This design comes from an exercise in tuning for small area, a short achievable clock period and few clock cycles per item on the open sky130 flow, not from production work. Only simulation tests tie the RTL to the original design; equivalence was not proved. Power figures rest on the tool's default switching activity, not on a simulated workload.

==> flow/design.v (outline; a module is shown in full before it is edited, if it fits) <==
// module booth_enc: 18 lines
// module booth_tree: 1708 lines
// module arima_serial_core: 364 lines
module arima_serial_core
#(
    parameter int N     = 32,
    parameter int Q     = 15,
    parameter int P_MAX = 8,
    parameter int Q_MAX = 8,
    parameter int D_MAX = 2
) (
    input  logic                         clk,
    input  logic                         rst_n,
    input  logic                         clr,
    input  logic [$clog2(P_MAX+1)-1:0]   cfg_p,
    input  logic [$clog2(Q_MAX+1)-1:0]   cfg_q,
    input  logic [$clog2(D_MAX+1)-1:0]   cfg_d,
    input  logic [P_MAX*N-1:0]           ar_coef,
    input  logic [Q_MAX*N-1:0]           ma_coef,
    input  logic signed [N-1:0]          cont,
    input  logic signed [N-1:0]          kalman_beta,
    output logic                         overflow,
    output logic                         busy,
    input  logic                         in_valid,
    output logic                         in_ready,
    input  logic signed [N-1:0]          in_data,
    output logic                         out_valid,
    input  logic                         out_ready,
    output logic signed [N-1:0]          out_data
);
  // ...
==> flow/flow/run.sh <==
#!/bin/bash
# Own flow: the standard layout, with two changes to how it is made:
#  - the port buffers are the smallest buffer (sky130_fd_sc_hd__buf_1) instead of
#    buffer_ports' default choice;
#  - timing repair aims for 10.1 ns of setup slack (a 3.9 ns period) (it stops at what it can reach), so it
#    works on the design's slowest paths even though the 14 ns clock is met.
# Synthesis, floorplan, power grid, tap cells, the clock and the SDC are the standard flow's.
set -euo pipefail
export BUFFER_PORTS_ARGS="-buffer_cell sky130_fd_sc_hd__buf_1"
export SETUP_SLACK_MARGIN=10.1
bash standard.sh > standard_flow.log 2>&1
==> flow/standard.sh <==
#!/bin/bash
# synth_recipe.tcl (not shown) runs the flow's synth.tcl, then flattens the netlist and writes it again
# the make line also repeats each setting of config.mk as NAME=value (left out here)
make -C /OpenROAD-flow-scripts/flow DESIGN_CONFIG=/design/flow/config.mk WORK_HOME=/design/flow/orfs CLKGATE_MAP_FILE= SYNTH_SCRIPT=/design/flow/synth_recipe.tcl "${@:-finish}"
==> flow/config.mk <==
export PLATFORM = sky130hd
export DESIGN_NAME = arima_serial_core
export DESIGN_NICKNAME = arima_serial_core
export VERILOG_FILES = /design/flow/design.v
export SDC_FILE = /design/flow/constraint.sdc
export NUM_CORES = 4
export LEC_CHECK = 0
export CAP_MARGIN = 20
export CORE_MARGIN = 2
export CORE_UTILIZATION = 40
export SLEW_MARGIN = 20
==> flow/constraint.sdc <==
create_clock -name core_clock -period 14.0 [get_ports {clk}]
set_input_delay 2.8000 -clock core_clock [delete_from_list [all_inputs] [get_ports {clk}]]
set_output_delay 2.8000 -clock core_clock [all_outputs]
set_load 0.01 [all_outputs]
==> run_summary.xml, run 1 <==
<?xml version="1.0" encoding="UTF-8"?>
<metrics>
  <group name="timing">
    <metric name="setup_viol" unit="">0</metric>
    <metric name="grt_setup_unrepaired" unit="">true</metric>
    <metric name="final.setup_skew" unit="ns">0.124</metric>
  </group>
  <group name="global_route">
    <metric name="antenna_found_initial" unit="">60</metric>
    <metric name="globalRouteMet1Util" unit="">0.387</metric>
  </group>
  <group name="worst_setup_path">
    <metric name="critical-path-top-delay-family" unit="">flip-flops</metric>
    <metric name="crit_path_cell_trace" unit="">clkbuf_2</metric>
    <metric name="worstReg2RegStart" unit="">a1[21]$_DFF_P_</metric>
    <metric name="worst-setup-path-type" unit="">flip-flop to output port</metric>
  </group>
  <group name="logic_synthesis">
    <metric name="synth-edff-count" unit="">661</metric>
    <metric name="synth.largest_area_cell" unit="">sky130_fd_sc_hd__edfxtp_1</metric>
    <metric name="netlist_instances" unit="">7324</metric>
    <metric name="dominantRegCellSynth" unit="">sky130_fd_sc_hd__edfxtp_1</metric>
    <metric name="synth_top_area_frac" unit="">0.255</metric>
  </group>
  <group name="status">
    <metric name="outcome" unit="">timing/DRC/antenna clean</metric>
  </group>
  <group name="final_layout">
    <metric name="largest_register_ff_count" unit="">256</metric>
    <metric name="layout_sequential_cell_count" unit="">1044</metric>
    <metric name="n_multi_input_combinational_cell" unit="">5084</metric>
    <metric name="area_dominant_class" unit="">multi-input combinational cells</metric>
    <metric name="clock_cell_area_share" unit="">0.0422</metric>
  </group>
  <group name="placement">
    <metric name="globalplace.congestion" unit="">0.957</metric>
  </group>
  <group name="detailed_routing">
    <metric name="detail_route.wirelength" unit="um">306000</metric>
  </group>
  <group name="cts">
    <metric name="worstSkewPairLatency" unit="ns">0.83</metric>
    <metric name="cts-root-to-sink-buffers" unit="">3</metric>
  </group>
  <group name="power">
    <metric name="power.share.sequential" unit="">0.192</metric>
  </group>
</metrics>
Testbench counts, summed over its fixed seeds: cycles 23,697, items 2,560.
==> run 2, diff against run 1 <==
==> flow/flow/run.sh (replaced) <==
#!/bin/bash
# Own flow: the standard layout, with two changes to how it is made:
#  - the port buffers are the smallest buffer (sky130_fd_sc_hd__buf_1) instead of
#    buffer_ports' default choice;
#  - timing repair aims for 9.75 ns of setup slack (a 4.25 ns period) (it stops at what it can reach), so it
#    works on the design's slowest paths even though the 14 ns clock is met.
# Synthesis, floorplan, power grid, tap cells, the clock and the SDC are the standard flow's.
set -euo pipefail
export BUFFER_PORTS_ARGS="-buffer_cell sky130_fd_sc_hd__buf_1"
export SETUP_SLACK_MARGIN=9.75
bash standard.sh > standard_flow.log 2>&1
==> run 2 against run 1 <==
Compared with the run above:
- cell count decreased by 1.4%
- sequential power shrank 2%
- area after synthesis unchanged
- die area unchanged
- flip-flop and latch count unchanged
- combinational power down 11%
- global-route usage shrank 0.98 points
- clock skew down 0.054 ns
- worst hold slack gained 0.032 ns
- wire length fell by 4.3%
- critical endpoint is now out_data[30]
- largest power group unchanged
- highest routed layer unchanged
==> run_summary.xml, run 2 <==
<?xml version="1.0" encoding="UTF-8"?>
<metrics>
  <group name="status">
    <metric name="outcome" unit="">timing/DRC/antenna clean</metric>
  </group>
  <group name="floorplanning">
    <metric name="initial_utilization" unit="">0.403</metric>
    <metric name="core" unit="um^2">193000</metric>
    <metric name="ios" unit="">659</metric>
    <metric name="chipHeight" unit="um">445</metric>
    <metric name="width_of_the_die" unit="um">445</metric>
    <metric name="rows" unit="">161</metric>
    <metric name="dieArea" unit="um^2">198000</metric>
  </group>
  <group name="cts">
    <metric name="worstSkewPairLatency" unit="ns">0.80</metric>
    <metric name="tritoncts" unit="">yes</metric>
    <metric name="cts_max_level" unit="">3</metric>
    <metric name="numClockSinks" unit="">1044</metric>
    <metric name="cts-root-to-sink-buffers" unit="">3</metric>
    <metric name="worst_setup_hold_path_clk_slew" unit="ns">0.06</metric>
    <metric name="post_cts_hold_buffer_count" unit="">0</metric>
    <metric name="cts_root_buf" unit="">sky130_fd_sc_hd__clkbuf_16</metric>
    <metric name="tritoncts.num_buffers" unit="">118</metric>
  </group>
  <group name="logic_synthesis">
    <metric name="synth.largest_area_cell" unit="">sky130_fd_sc_hd__edfxtp_1</metric>
    <metric name="netlist_top_cells_count" unit="">706 x sky130_fd_sc_hd__inv_1, 661 x sky130_fd_sc_hd__edfxtp_1, 543 x sky130_fd_sc_hd__nand2_1</metric>
    <metric name="mappedNetlistArea" unit="um^2">77700</metric>
    <metric name="ys_async_sr_fraction" unit="">0.125</metric>
    <metric name="synth_area_leaders" unit="">sky130_fd_sc_hd__edfxtp_1 26%, sky130_fd_sc_hd__fa_1 13%, sky130_fd_sc_hd__ha_1 6.7%</metric>
    <metric name="synth_sequential_area_ratio" unit="">0.362</metric>
    <metric name="postSynthNetCount" unit="">8866</metric>
    <metric name="netlist_instances" unit="">7324</metric>
    <metric name="synth-edff-count" unit="">661</metric>
    <metric name="yosys_warnings" unit="">4</metric>
    <metric name="synth_area_per_cell" unit="um^2">10.6</metric>
    <metric name="synth_top_area_frac" unit="">0.255</metric>
    <metric name="synth.most_common_cell" unit="">sky130_fd_sc_hd__inv_1</metric>
    <metric name="dominantRegCellSynth" unit="">sky130_fd_sc_hd__edfxtp_1</metric>
    <metric name="postSynthRegisterBits" unit="">1044</metric>
    <metric name="yosys.cell_types.count" unit="">93</metric>
  </group>
  <group name="timing">
    <metric name="post-route-worst-setup-slack" unit="ns">9.73</metric>
    <metric name="final.setup_skew" unit="ns">0.0698</metric>
    <metric name="hold-worst-slack" unit="ns">0.402</metric>
    <metric name="timing_worst_slew_pin_value" unit="ns">1.23</metric>
    <metric name="grt_setup_unrepaired" unit="">true</metric>
    <metric name="timing.fmax" unit="MHz">234</metric>
    <metric name="tns" unit="ns">0</metric>
    <metric name="final_hold_fails" unit="">0</metric>
    <metric name="final-max-slew-violation-count" unit="">0</metric>
    <metric name="slew-limit-headroom" unit="">0.177</metric>
    <metric name="setup_viol" unit="">0</metric>
    <metric name="final.period_utilization" unit="">0.305</metric>
    <metric name="shortest_clock_period_the_worst_path_allows_after_layout" unit="ns">4.27</metric>
  </group>
  <group name="worst_setup_path">
    <metric name="worst-setup-path-type" unit="">flip-flop to output port</metric>
    <metric name="cp.required" unit="ns">11.20</metric>
    <metric name="critical-path-slowest-cell" unit="">sky130_fd_sc_hd__edfxtp_1</metric>
    <metric name="cp_max_fo" unit="">1</metric>
    <metric name="cp_num_buf_inv" unit="">1</metric>
    <metric name="critical-path-top-delay-family" unit="">flip-flops</metric>
    <metric name="cp.arrival" unit="ns">1.47</metric>
    <metric name="crit_path_start_kind" unit="">flip-flop</metric>
    <metric name="endpoint_kind" unit="">output port</metric>
    <metric name="critPathMaxStageDelay" unit="ns">0.51</metric>
    <metric name="crit_path_cell_trace" unit="">buf_6</metric>
  </group>
  <group name="detailed_routing">
    <metric name="top_layer" unit="">met5</metric>
    <metric name="drt_drc_violations_left" unit="">0</metric>
    <metric name="detailedRoute.firstPassIterationCount" unit="">6</metric>
    <metric name="route.met3.wl" unit="um">30000</metric>
    <metric name="drt_first_iter_violations" unit="">6600</metric>
    <metric name="routed-wl-met2" unit="um">128000</metric>
    <metric name="dr_total_vias" unit="">61900</metric>
    <metric name="avgViaCountPerCell" unit="">5.93</metric>
    <metric name="route.detailed.wl_per_inst" unit="um">28.1</metric>
    <metric name="detail_route.wirelength" unit="um">293000</metric>
    <metric name="drt.antenna.violating_nets" unit="">0</metric>
    <metric name="route.layer.met1.wl" unit="um">117000</metric>
  </group>
  <group name="placement">
    <metric name="globalplace.congestion" unit="">0.966</metric>
    <metric name="post-place-ws" unit="ns">9.13</metric>
    <metric name="numPlacedInstances" unit="">10200</metric>
    <metric name="place_hpwl" unit="um">211000</metric>
    <metric name="port_buffers" unit="">658</metric>
  </group>
  <group name="final_layout">
    <metric name="largestRegisters" unit="">ma_h: 256 flops, ar_h: 255 flops</metric>
    <metric name="most-common-layout-cells" unit="">703 x sky130_fd_sc_hd__inv_1, 661 x sky130_fd_sc_hd__edfxtp_1, 653 x sky130_fd_sc_hd__buf_1</metric>
    <metric name="largest_register_ff_count" unit="">256</metric>
    <metric name="design.final.nets" unit="">9313</metric>
    <metric name="layout_commonest_cell" unit="">sky130_fd_sc_hd__inv_1</metric>
    <metric name="regMostFlops" unit="">ma_h</metric>
    <metric name="final_layout_size_suffix_gt1_frac" unit="">0.0899</metric>
    <metric name="syn_to_final_growth" unit="%">13.1</metric>
    <metric name="final_cell_count_no_fill" unit="">10400</metric>
  </group>
  <group name="global_route">
    <metric name="grt_start_max_net_pins" unit="">190</metric>
    <metric name="track_usage" unit="">0.289</metric>
    <metric name="grt_overflow" unit="">0</metric>
    <metric name="vias_in_the_first_global_route" unit="">61600</metric>
    <metric name="antenna_found_initial" unit="">46</metric>
    <metric name="global_route_wire_length_before_repair" unit="um">423000</metric>
  </group>
  <group name="power">
    <metric name="power_leakage" unit="nW">34.0</metric>
    <metric name="peakVddDrop" unit="mV">0.236</metric>
    <metric name="cellPowerDensity" unit="nW/um^2">241</metric>
    <metric name="power" unit="mW">21.2</metric>
  </group>
  <group name="run">
    <metric name="drv.max_cap_violation_count" unit="">0</metric>
  </group>
  <group name="worst_hold_path">
    <metric name="hold_path_class" unit="">flip-flop to flip-flop</metric>
  </group>
</metrics>
==> run 2: where the power goes <==
part	switching (mW)	internal, mW	leakage [nW]
logic	8.42	5.27	22.1
clock network	1.39	1.82	1.97
registers	0.447	3.87	9.97
total	10.3	11.0	34.0
==> run 2: cell families (layout without fill, tap and decap cells) <==
family                     count (synthesis)  count (layout)  synth area share
muxes                                    318             318            0.0666
DFF                                     1044            1044             0.362
AOI/OAI and AO/OA                       1851            1851             0.159
xor gates and xnor gates                 760             760            0.0856
other                                      1              34         0.0000483
and+or+nand+nor                         1235            1235            0.0719
adders and majority gates                919             919             0.196
buffers and inverters                   1196            1749            0.0578
==> run 2: per-stage QoR <==
stage	utilization	cell area [um^2]
after floorplan	-	77800
after global placement	0.429	82700
after detailed placement	0.429	82800
after CTS	0.452	87100
after global routing	0.456	87900
final	0.456	87900
==> run 2: area by class of cell <==
class	count	area, um^2
fill	18000	105000
clock inverter	62	607
multi-input combinational	5084	45400
antenna	33	82.6
sequential	1044	28300
timing repair buffer	813	4290
clock buffer	164	3410
inverter	710	2680
tap	2526	3160
==> run 2: final timing paths <==
check	startpoint	end	slack, ns	depth (start not counted)
max in group asynchronous	rst_n	e_pend$_DFF_PN0_	10.14	3
min	ar_h[5][28]$_DFFE_PP_	ar_h[6][28]$_DFFE_PP_	0.40	0
min reg2reg	ar_h[5][28]$_DFFE_PP_	ar_h[6][28]$_DFFE_PP_	0.40	0
max reg2reg	dge2$_DFF_P_	w_r[30]$_DFF_P_	9.75	17
max	out_r[30]$_DFFE_PP_	out_data[30]	9.73	1
min in group asynchronous	rst_n	busy_r$_DFF_PN0_	2.20	2
==> run 2: repair_timing <==
item | in CTS | in global routing
pin swaps | 3 | 10
endpoints found under the hold margin | 0 | 0
buffers inserted | 4 | 12
gates cloned | 2 | 2
setup endpoints to repair | 74 | 88
resized for setup | 70 | 145
==> run 2: per-layer routing <==
metal	global-route usage	up-vias
li1	-	26800
met3	0.0723	723
met5	0	-
met1	0.387	30800
met2	0.430	3511
met4	0.154	10
==> run 3, diff against run 2 <==
--- a/flow/config.mk
+++ b/flow/config.mk
@@ -8,4 +8,6 @@
 export CAP_MARGIN = 20
 export CORE_MARGIN = 2
 export CORE_UTILIZATION = 40
+export CTS_CLUSTER_DIAMETER = 80
+export CTS_CLUSTER_SIZE = 30
 export SLEW_MARGIN = 20
==> run 3 against run 2 <==
Compared with the run above:
- still clean
- critical path depth stayed put
- die area stayed put
- setup slack better by 0.035 ns
- area after synthesis stayed put
- wire length is 0.41% higher
- total power is 2.3% lower
- cell count is 0.70% lower
- first-iteration DRC count is 6.2% higher
- largest cell class unchanged
- highest routed layer unchanged
==> run_summary.xml, run 3 <==
<?xml version="1.0" encoding="UTF-8"?>
<metrics>
  <group name="final_layout">
    <metric name="most-common-layout-cells" unit="">703 x sky130_fd_sc_hd__inv_1, 661 x sky130_fd_sc_hd__edfxtp_1, 655 x sky130_fd_sc_hd__buf_1</metric>
    <metric name="final_layout_size_suffix_gt1_frac" unit="">0.0880</metric>
    <metric name="layout_commonest_cell" unit="">sky130_fd_sc_hd__inv_1</metric>
    <metric name="largestRegisters" unit="">ma_h: 256 flops, ar_h: 255 flops</metric>
    <metric name="regMostFlops" unit="">ma_h</metric>
    <metric name="largest_register_ff_count" unit="">256</metric>
    <metric name="syn_to_final_growth" unit="%">12.2</metric>
    <metric name="final.fill_count" unit="">18000</metric>
    <metric name="final_cell_count_no_fill" unit="">10400</metric>
    <metric name="design.final.nets" unit="">9285</metric>
  </group>
  <group name="cts">
    <metric name="worstSkewPairLatency" unit="ns">0.77</metric>
    <metric name="tritoncts" unit="">yes</metric>
    <metric name="cts_root_buf" unit="">sky130_fd_sc_hd__clkbuf_16</metric>
    <metric name="cts-root-to-sink-buffers" unit="">3</metric>
    <metric name="tritoncts.num_buffers" unit="">73</metric>
    <metric name="post_cts_hold_buffer_count" unit="">0</metric>
    <metric name="worst_setup_hold_path_clk_slew" unit="ns">0.10</metric>
    <metric name="numClockSinks" unit="">1044</metric>
    <metric name="cts_max_level" unit="">3</metric>
  </group>
  <group name="timing">
    <metric name="hold-worst-slack" unit="ns">0.427</metric>
    <metric name="timing.fmax" unit="MHz">236</metric>
    <metric name="slew-limit-headroom" unit="">0.0906</metric>
    <metric name="tns" unit="ns">0</metric>
    <metric name="shortest_clock_period_the_worst_path_allows_after_layout" unit="ns">4.23</metric>
    <metric name="final_hold_fails" unit="">0</metric>
    <metric name="grt_setup_unrepaired" unit="">true</metric>
    <metric name="final.period_utilization" unit="">0.302</metric>
    <metric name="final-max-slew-violation-count" unit="">0</metric>
    <metric name="setup_viol" unit="">0</metric>
    <metric name="timing_worst_slew_pin_value" unit="ns">1.36</metric>
    <metric name="final.setup_skew" unit="ns">0.0820</metric>
  </group>
  <group name="floorplanning">
    <metric name="core" unit="um^2">193000</metric>
    <metric name="rows" unit="">161</metric>
    <metric name="dieArea" unit="um^2">198000</metric>
    <metric name="chipHeight" unit="um">445</metric>
    <metric name="initial_utilization" unit="">0.403</metric>
    <metric name="width_of_the_die" unit="um">445</metric>
    <metric name="ios" unit="">659</metric>
  </group>
  <group name="detailed_routing">
    <metric name="drt_first_iter_violations" unit="">7012</metric>
    <metric name="route.met3.wl" unit="um">29700</metric>
    <metric name="drt_drc_violations_left" unit="">0</metric>
    <metric name="detail_route.wirelength" unit="um">294000</metric>
    <metric name="detailedRoute.firstPassIterationCount" unit="">7</metric>
    <metric name="route.detailed.wl_per_inst" unit="um">28.4</metric>
    <metric name="top_layer" unit="">met5</metric>
    <metric name="routed-wl-met2" unit="um">129000</metric>
    <metric name="route.layer.met1.wl" unit="um">118000</metric>
    <metric name="drt.antenna.violating_nets" unit="">0</metric>
    <metric name="avgViaCountPerCell" unit="">5.96</metric>
    <metric name="dr_total_vias" unit="">61800</metric>
  </group>
  <group name="logic_synthesis">
    <metric name="yosys.cell_types.count" unit="">93</metric>
    <metric name="dominantRegCellSynth" unit="">sky130_fd_sc_hd__edfxtp_1</metric>
    <metric name="synth_area_leaders" unit="">sky130_fd_sc_hd__edfxtp_1 26%, sky130_fd_sc_hd__fa_1 13%, sky130_fd_sc_hd__ha_1 6.7%</metric>
    <metric name="netlist_instances" unit="">7324</metric>
    <metric name="synth_area_per_cell" unit="um^2">10.6</metric>
    <metric name="mappedNetlistArea" unit="um^2">77700</metric>
    <metric name="postSynthNetCount" unit="">8866</metric>
    <metric name="postSynthRegisterBits" unit="">1044</metric>
    <metric name="synth.largest_area_cell" unit="">sky130_fd_sc_hd__edfxtp_1</metric>
    <metric name="synth-edff-count" unit="">661</metric>
    <metric name="netlist_top_cells_count" unit="">706 x sky130_fd_sc_hd__inv_1, 661 x sky130_fd_sc_hd__edfxtp_1, 543 x sky130_fd_sc_hd__nand2_1</metric>
    <metric name="synth_top_area_frac" unit="">0.255</metric>
    <metric name="synth_sequential_area_ratio" unit="">0.362</metric>
    <metric name="synth.most_common_cell" unit="">sky130_fd_sc_hd__inv_1</metric>
    <metric name="ys_async_sr_fraction" unit="">0.125</metric>
    <metric name="yosys_warnings" unit="">4</metric>
  </group>
  <group name="power">
    <metric name="p_sw_frac" unit="">0.498</metric>
    <metric name="peakVddDrop" unit="mV">0.246</metric>
    <metric name="combPwrFrac" unit="">0.666</metric>
    <metric name="power_leakage" unit="nW">33.6</metric>
    <metric name="netSwitchingPower" unit="mW">10.3</metric>
    <metric name="cellPowerDensity" unit="nW/um^2">238</metric>
    <metric name="internal_power" unit="mW">10.4</metric>
    <metric name="power.share.sequential" unit="">0.209</metric>
    <metric name="clockPowerShare" unit="">0.125</metric>
  </group>
  <group name="global_route">
    <metric name="antenna_found_initial" unit="">43</metric>
    <metric name="vias_in_the_first_global_route" unit="">61000</metric>
    <metric name="grt_start_max_net_pins" unit="">190</metric>
    <metric name="global_route_wire_length_before_repair" unit="um">420000</metric>
    <metric name="grt_overflow" unit="">0</metric>
    <metric name="track_usage" unit="">0.288</metric>
  </group>
  <group name="run">
    <metric name="drv.max_cap_violation_count" unit="">0</metric>
  </group>
  <group name="worst_setup_path">
    <metric name="endpoint_kind" unit="">output port</metric>
    <metric name="cp_num_buf_inv" unit="">1</metric>
    <metric name="critPathMaxStageDelay" unit="ns">0.51</metric>
    <metric name="critical-path-top-delay-family" unit="">flip-flops</metric>
    <metric name="worst-setup-path-type" unit="">flip-flop to output port</metric>
    <metric name="critical-path-slowest-cell" unit="">sky130_fd_sc_hd__edfxtp_1</metric>
    <metric name="timing.reg2reg.setup_slack" unit="ns">9.77</metric>
    <metric name="crit_path_cell_trace" unit="">buf_1</metric>
    <metric name="crit_path_start_kind" unit="">flip-flop</metric>
    <metric name="cp.arrival" unit="ns">1.43</metric>
    <metric name="cp.required" unit="ns">11.20</metric>
    <metric name="cp_max_fo" unit="">1</metric>
  </group>
  <group name="worst_hold_path">
    <metric name="hold_path_class" unit="">flip-flop to flip-flop</metric>
  </group>
  <group name="placement">
    <metric name="place_hpwl" unit="um">211000</metric>
    <metric name="globalplace.congestion" unit="">0.966</metric>
    <metric name="port_buffers" unit="">658</metric>
    <metric name="numPlacedInstances" unit="">10200</metric>
  </group>
  <group name="status">
    <metric name="outcome" unit="">timing/DRC/antenna clean</metric>
  </group>
</metrics>
## run 3: changes by cell type in the layout (fill, tap and decap cells not counted), moves of 8 or more
cell | before | now
sky130_fd_sc_hd__clkbuf_8 | 27 | 9
sky130_fd_sc_hd__clkinv_1 | 19 | 1
sky130_fd_sc_hd__buf_4 | 80 | 89
sky130_fd_sc_hd__buf_6 | 33 | 22
sky130_fd_sc_hd__clkinv_8 | 0 | 9
sky130_fd_sc_hd__clkinv_2 | 22 | 0
sky130_fd_sc_hd__clkbuf_16 | 126 | 83
sky130_fd_sc_hd__inv_16 | 1 | 9
sky130_fd_sc_hd__buf_12 | 22 | 32
sky130_fd_sc_hd__inv_12 | 0 | 8
sky130_fd_sc_hd__clkbuf_1 | 23 | 5
## run 3: area by class of cell
cell class / instances / area, um^2 / share of cell area
Antenna cell: 34 / 85.1 / 0.000976
Clock buffer: 81 / 1910 / 0.0219
Clock inverter: 54 / 965 / 0.0111
Inverter: 710 / 2680 / 0.0307
Multi-Input combinational cell: 5084 / 45500 / 0.522
Sequential cell: 1044 / 28300 / 0.325
Tap cell: 2526 / 3160 / 0.0363
Timing Repair Buffer: 830 / 4600 / 0.0528
## run 3: cells by family after synthesis
| logic type | count (synthesis) | synth area share |
|---|---|---|
| other cells | 1 | 0.0000483 |
| fa+ha+maj | 919 | 0.196 |
| mux | 318 | 0.0666 |
| flops | 1044 | 0.362 |
| buf+inv | 1196 | 0.0578 |
| xor+xnor | 760 | 0.0856 |
| simple gates | 1235 | 0.0719 |
| compound gates | 1851 | 0.159 |
## run 3: power by group through the flow
stage | Clock (mW) | Sequential, mW | Combinational, mW
floorplan | 0 | 4.11 | 8.50
global placement | 0 | 4.35 | 12.8
detailed placement | 0 | 4.35 | 12.9
CTS | 2.63 | 4.29 | 13.2
global route | 2.73 | 4.34 | 15.2
finish | 2.59 | 4.32 | 13.8
## run 3: repair_timing
action / 4_1_cts / 5_1_grt
pin swaps: 3 / 28
resized for setup: 73 / 199
buffers inserted: 3 / 23
setup endpoints to repair: 75 / 79
gates cloned: 2 / 8
## run 3: path summary, 6_finish.rpt
check | startpoint | endpoint | cells past startpoint
max | out_r[26]$_DFFE_PP_ | out_data[26] | 1
min | w_r[16]$_DFF_P_ | ar_h[0][16]$_DFFE_PP_ | 0
max reg2reg | dge1$_DFF_P_ | w_r[30]$_DFF_P_ | 17
min reg2reg | w_r[16]$_DFF_P_ | ar_h[0][16]$_DFFE_PP_ | 0
max in group asynchronous | rst_n | cur_sh$_DFF_PN0_ | 3
min in group asynchronous | rst_n | busy_r$_DFF_PN0_ | 2
## run 3: per-stage QoR
step                      power, mW  instance area, um^2  worst slack [ns]  utilization
after global placement         17.1                82700              9.12        0.429
after CTS                      20.1                86000              9.65        0.446
after detailed placement       17.2                82800              9.13        0.429
after global routing           22.3                87100              9.65        0.452
after floorplan                12.6                77800              9.59            -
final                          20.7                87200              9.77        0.452
## run 3: metal layers
metal  vias to the layer above  track usage
met1                     30900        0.388
met2                      3448        0.431
li1                      26700            -
met4                         8        0.149
met3                       719       0.0666
met5                         -            0
==> run 4, diff against run 3 <==
--- a/flow/config.mk
+++ b/flow/config.mk
@@ -8,6 +8,6 @@
 export CAP_MARGIN = 20
 export CORE_MARGIN = 2
 export CORE_UTILIZATION = 40
-export CTS_CLUSTER_DIAMETER = 80
-export CTS_CLUSTER_SIZE = 30
+export CTS_CLUSTER_DIAMETER = 60
+export CTS_CLUSTER_SIZE = 25
 export SLEW_MARGIN = 20
==> run 4 against run 3 <==
Compared with the run above:
- still clean on timing, DRC and antenna
- global-route usage rose by 0.11 points
- synthesized cell count stayed put
- critical path depth is the same
- flip-flop and latch count unchanged
- design area grew 0.97%
- core utilization increased by 0.44 points
- area after synthesis is the same
- worst hold slack hardly changed
- register-to-register slack barely moved
- cell count is 0.48% higher
- total power up 2.1%
- highest routed layer unchanged
==> run_summary.xml, run 4 <==
<?xml version="1.0" encoding="UTF-8"?>
<metrics>
  <group name="power">
    <metric name="internal_power" unit="mW">10.7</metric>
    <metric name="cellPowerDensity" unit="nW/um^2">240</metric>
    <metric name="power_leakage" unit="nW">34.0</metric>
    <metric name="peakVddDrop" unit="mV">0.230</metric>
    <metric name="power.share.sequential" unit="">0.205</metric>
    <metric name="p_sw_frac" unit="">0.492</metric>
    <metric name="combPwrFrac" unit="">0.649</metric>
    <metric name="power" unit="mW">21.1</metric>
    <metric name="netSwitchingPower" unit="mW">10.4</metric>
    <metric name="clockPowerShare" unit="">0.146</metric>
  </group>
  <group name="worst_setup_path">
    <metric name="timing.reg2reg.setup_slack" unit="ns">9.77</metric>
    <metric name="worstReg2RegStart" unit="">dge2$_DFF_P_</metric>
    <metric name="endpoint_kind" unit="">output port</metric>
    <metric name="cp.required" unit="ns">11.20</metric>
    <metric name="cp_num_buf_inv" unit="">1</metric>
    <metric name="crit_path_start_kind" unit="">flip-flop</metric>
    <metric name="cp.arrival" unit="ns">1.45</metric>
    <metric name="critical-path-slowest-cell" unit="">sky130_fd_sc_hd__edfxtp_1</metric>
    <metric name="cp_max_fo" unit="">1</metric>
    <metric name="worst-setup-path-type" unit="">flip-flop to output port</metric>
    <metric name="r2r.worst_path.cells" unit="">17</metric>
    <metric name="critical-path-top-delay-family" unit="">flip-flops</metric>
    <metric name="endpoint_of_the_most_critical_setup_path" unit="">out_data[30]</metric>
    <metric name="crit_cells" unit="">1</metric>
    <metric name="critPathMaxStageDelay" unit="ns">0.51</metric>
    <metric name="startpoint" unit="">out_r[30]$_DFFE_PP_</metric>
    <metric name="r2r-end" unit="">w_r[30]$_DFF_P_</metric>
    <metric name="crit_path_cell_trace" unit="">buf_6</metric>
  </group>
  <group name="logic_synthesis">
    <metric name="synth_simple_gate_area_share" unit="">0.0719</metric>
    <metric name="synth_compound_gate_area_share" unit="">0.159</metric>
    <metric name="yosys_warnings" unit="">4</metric>
    <metric name="synth_sequential_area_ratio" unit="">0.362</metric>
    <metric name="synth-edff-count" unit="">661</metric>
    <metric name="main_combinational_cell_family_by_area_after_synthesis" unit="">adder cells</metric>
    <metric name="synth.most_common_cell" unit="">sky130_fd_sc_hd__inv_1</metric>
    <metric name="yosys.area_share.adder" unit="">0.196</metric>
    <metric name="postSynthRegisterBits" unit="">1044</metric>
    <metric name="postSynthNetCount" unit="">8866</metric>
    <metric name="dominantRegCellSynth" unit="">sky130_fd_sc_hd__edfxtp_1</metric>
    <metric name="mappedNetlistArea" unit="um^2">77700</metric>
    <metric name="yosys-mux-area-fraction" unit="">0.0666</metric>
    <metric name="ys_async_sr_fraction" unit="">0.125</metric>
    <metric name="synth.largest_area_cell" unit="">sky130_fd_sc_hd__edfxtp_1</metric>
    <metric name="synthXorXnorAreaFrac" unit="">0.0856</metric>
    <metric name="netlist_instances" unit="">7324</metric>
    <metric name="synth_area_per_cell" unit="um^2">10.6</metric>
    <metric name="synth_area_leaders" unit="">sky130_fd_sc_hd__edfxtp_1 26%, sky130_fd_sc_hd__fa_1 13%, sky130_fd_sc_hd__ha_1 6.7%</metric>
    <metric name="yosys.cell_types.count" unit="">93</metric>
    <metric name="netlist_top_cells_count" unit="">706 x sky130_fd_sc_hd__inv_1, 661 x sky130_fd_sc_hd__edfxtp_1, 543 x sky130_fd_sc_hd__nand2_1</metric>
    <metric name="synth_top_area_frac" unit="">0.255</metric>
  </group>
  <group name="cts">
    <metric name="cts_max_level" unit="">3</metric>
    <metric name="tritoncts.num_buffers" unit="">101</metric>
    <metric name="cts-root-to-sink-buffers" unit="">3</metric>
    <metric name="numClockSinks" unit="">1044</metric>
    <metric name="post_cts_hold_buffer_count" unit="">0</metric>
    <metric name="worst_setup_hold_path_clk_slew" unit="ns">0.09</metric>
    <metric name="cts_root_buf" unit="">sky130_fd_sc_hd__clkbuf_16</metric>
    <metric name="worstSkewPairLatency" unit="ns">0.79</metric>
    <metric name="tritoncts" unit="">yes</metric>
  </group>
  <group name="final_layout">
    <metric name="regMostFlops" unit="">ma_h</metric>
    <metric name="final.fill_count" unit="">17900</metric>
    <metric name="most-common-layout-cells" unit="">703 x sky130_fd_sc_hd__inv_1, 661 x sky130_fd_sc_hd__edfxtp_1, 652 x sky130_fd_sc_hd__buf_1</metric>
    <metric name="layout_commonest_cell" unit="">sky130_fd_sc_hd__inv_1</metric>
    <metric name="largest_register_ff_count" unit="">256</metric>
    <metric name="largestRegisters" unit="">ma_h: 256 flops, ar_h: 255 flops</metric>
    <metric name="fin_area" unit="um^2">88000</metric>
    <metric name="design.final.nets" unit="">9307</metric>
    <metric name="syn_to_final_growth" unit="%">13.2</metric>
    <metric name="final_layout_size_suffix_gt1_frac" unit="">0.0933</metric>
  </group>
  <group name="placement">
    <metric name="dpl_cell_area" unit="um^2">82800</metric>
    <metric name="place_hpwl" unit="um">211000</metric>
    <metric name="port_buffers" unit="">658</metric>
    <metric name="globalplace.congestion" unit="">0.966</metric>
  </group>
  <group name="timing">
    <metric name="final_hold_fails" unit="">0</metric>
    <metric name="grt_setup_unrepaired" unit="">true</metric>
    <metric name="hold-worst-slack" unit="ns">0.427</metric>
    <metric name="slew-limit-headroom" unit="">0.0978</metric>
    <metric name="timing_worst_slew_pin_value" unit="ns">1.34</metric>
    <metric name="setup_viol" unit="">0</metric>
    <metric name="shortest_clock_period_the_worst_path_allows_after_layout" unit="ns">4.25</metric>
    <metric name="final.period_utilization" unit="">0.304</metric>
    <metric name="final-max-slew-violation-count" unit="">0</metric>
    <metric name="tns" unit="ns">0</metric>
    <metric name="final.setup_skew" unit="ns">0.0958</metric>
    <metric name="timing.fmax" unit="MHz">235</metric>
  </group>
  <group name="floorplanning">
    <metric name="core" unit="um^2">193000</metric>
    <metric name="dieArea" unit="um^2">198000</metric>
    <metric name="chipHeight" unit="um">445</metric>
    <metric name="initial_utilization" unit="">0.403</metric>
    <metric name="ios" unit="">659</metric>
    <metric name="width_of_the_die" unit="um">445</metric>
    <metric name="rows" unit="">161</metric>
  </group>
  <group name="global_route">
    <metric name="grt_overflow" unit="">0</metric>
    <metric name="vias_in_the_first_global_route" unit="">61300</metric>
    <metric name="grt_start_max_net_pins" unit="">190</metric>
    <metric name="antenna_found_initial" unit="">44</metric>
    <metric name="track_usage" unit="">0.289</metric>
    <metric name="global_route_wire_length_before_repair" unit="um">421000</metric>
  </group>
  <group name="detailed_routing">
    <metric name="avgViaCountPerCell" unit="">5.92</metric>
    <metric name="drt.antenna.violating_nets" unit="">0</metric>
    <metric name="detail_route.wirelength" unit="um">294000</metric>
    <metric name="drt_first_iter_violations" unit="">7488</metric>
    <metric name="route.detailed.wl_per_inst" unit="um">28.3</metric>
    <metric name="dr_total_vias" unit="">61600</metric>
    <metric name="drt_drc_violations_left" unit="">0</metric>
    <metric name="detailedRoute.firstPassIterationCount" unit="">6</metric>
  </group>
  <group name="worst_hold_path">
    <metric name="hold_start" unit="">ar_h[4][30]$_DFFE_PP_</metric>
    <metric name="number_of_instances_on_the_worst_hold_path" unit="">0</metric>
    <metric name="hold_path_class" unit="">flip-flop to flip-flop</metric>
  </group>
  <group name="run">
    <metric name="drv.max_cap_violation_count" unit="">0</metric>
  </group>
  <group name="status">
    <metric name="outcome" unit="">timing/DRC/antenna clean</metric>
  </group>
</metrics>
[run 4: timing repair]
action | in CTS | in global routing
setup buffers | 6 | 13
setup endpoints to repair | 78 | 87
pin swaps | 3 | 11
gates resized for setup | 79 | 190
gates cloned | 2 | 9
[run 4: cell families (layout without fill, tap and decap cells)]
| family | Yosys count | count (layout) |
|---|---|---|
| xor gates and xnor gates | 760 | 760 |
| buffers and inverters | 1196 | 1726 |
| DFF | 1044 | 1044 |
| adders and majority gates | 919 | 919 |
| other | 1 | 34 |
| and+or+nand+nor | 1235 | 1235 |
| muxes | 318 | 318 |
| AOI/OAI and AO/OA | 1851 | 1851 |
[run 4: stage by stage]
stage | util | instances | worst slack, ns
2_1_floorplan | - | 7324 | 9.59
3_3_place_gp | 0.429 | 10200 | 9.12
3_5_place_dp | 0.429 | 10200 | 9.13
4_1_cts | 0.451 | 10400 | 9.62
5_1_grt | 0.456 | 10400 | 9.59
6_report | 0.457 | 10400 | 9.75
[run 4: how the worst min path moves through the flow]
stage / end
after global placement: ar_h[0][16]$_DFFE_PP_
final: ar_h[5][30]$_DFFE_PP_
after floorplan: ar_h[0][12]$_DFFE_PP_
after global routing: ar_h[4][9]$_DFFE_PP_
after detailed placement: ar_h[0][16]$_DFFE_PP_
after CTS: ar_h[3][17]$_DFFE_PP_
[run 4: power by group through the flow]
stage               combinational [mW]  sequential [mW]  clock [mW]
detailed placement                12.9             4.35           0
floorplan                         8.50             4.11           0
finish                            13.7             4.33        3.09
global route                      15.2             4.35        3.25
CTS                               13.2             4.29        3.14
global placement                  12.8             4.35           0
[run 4: final cells by class]
type	instances	area, um^2	area share
multi-input combinational	5084	45400	0.516
timing repair buffer	824	4620	0.0525
antenna	33	82.6	0.000938
inverter	710	2680	0.0304
clock inverter	82	1150	0.0131
tap	2526	3160	0.0359
sequential	1044	28300	0.322
clock buffer	110	2610	0.0297
[run 4: per-layer routing]
layer | GRT usage | part of all wire | vias up
met5 | 0 | 0.00022 | -
met1 | 0.388 | 0.40 | 30700
li1 | - | - | 26800
met4 | 0.158 | 0.062 | 10
met3 | 0.0704 | 0.10 | 697
met2 | 0.427 | 0.43 | 3473

## what the ideal ports hide
No port has a modelled driver above. Below, the same layouts with a new extraction and two added sets of constraints. Step 1 sets driving cells, clkbuf_16 on the clock port and buf_2 on the other inputs (assumed; they add their load-dependent delay and slew). Step 2 also shifts input and output timing later by t, the mid clock arrival at the registers, as if the neighbouring blocks saw the same clock. Slacks: ideal / step 1 / step 2; pairs: ideal / step 1.
run	t (ns)	slack for setup (ns)	hold WS [ns]	clock arrival spread, ns
run 1	0.852	9.754 / 9.668 / 9.206	0.370 / 0.370 / 0.370	0.124 / 0.124
run 2	0.846	9.733 / 9.651 / 9.149	0.402 / 0.402 / 0.402	0.083 / 0.083
run 3	0.809	9.769 / 9.687 / 9.119	0.427 / 0.427 / 0.427	0.089 / 0.089
run 4	0.835	9.746 / 9.657 / 9.171	0.427 / 0.427 / 0.427	0.101 / 0.102
After both steps setup and hold are still met in every run listed. For run 3, which loses most, drivers alone change the setup slack by -0.082 ns; drivers and shift together by -0.650 ns.
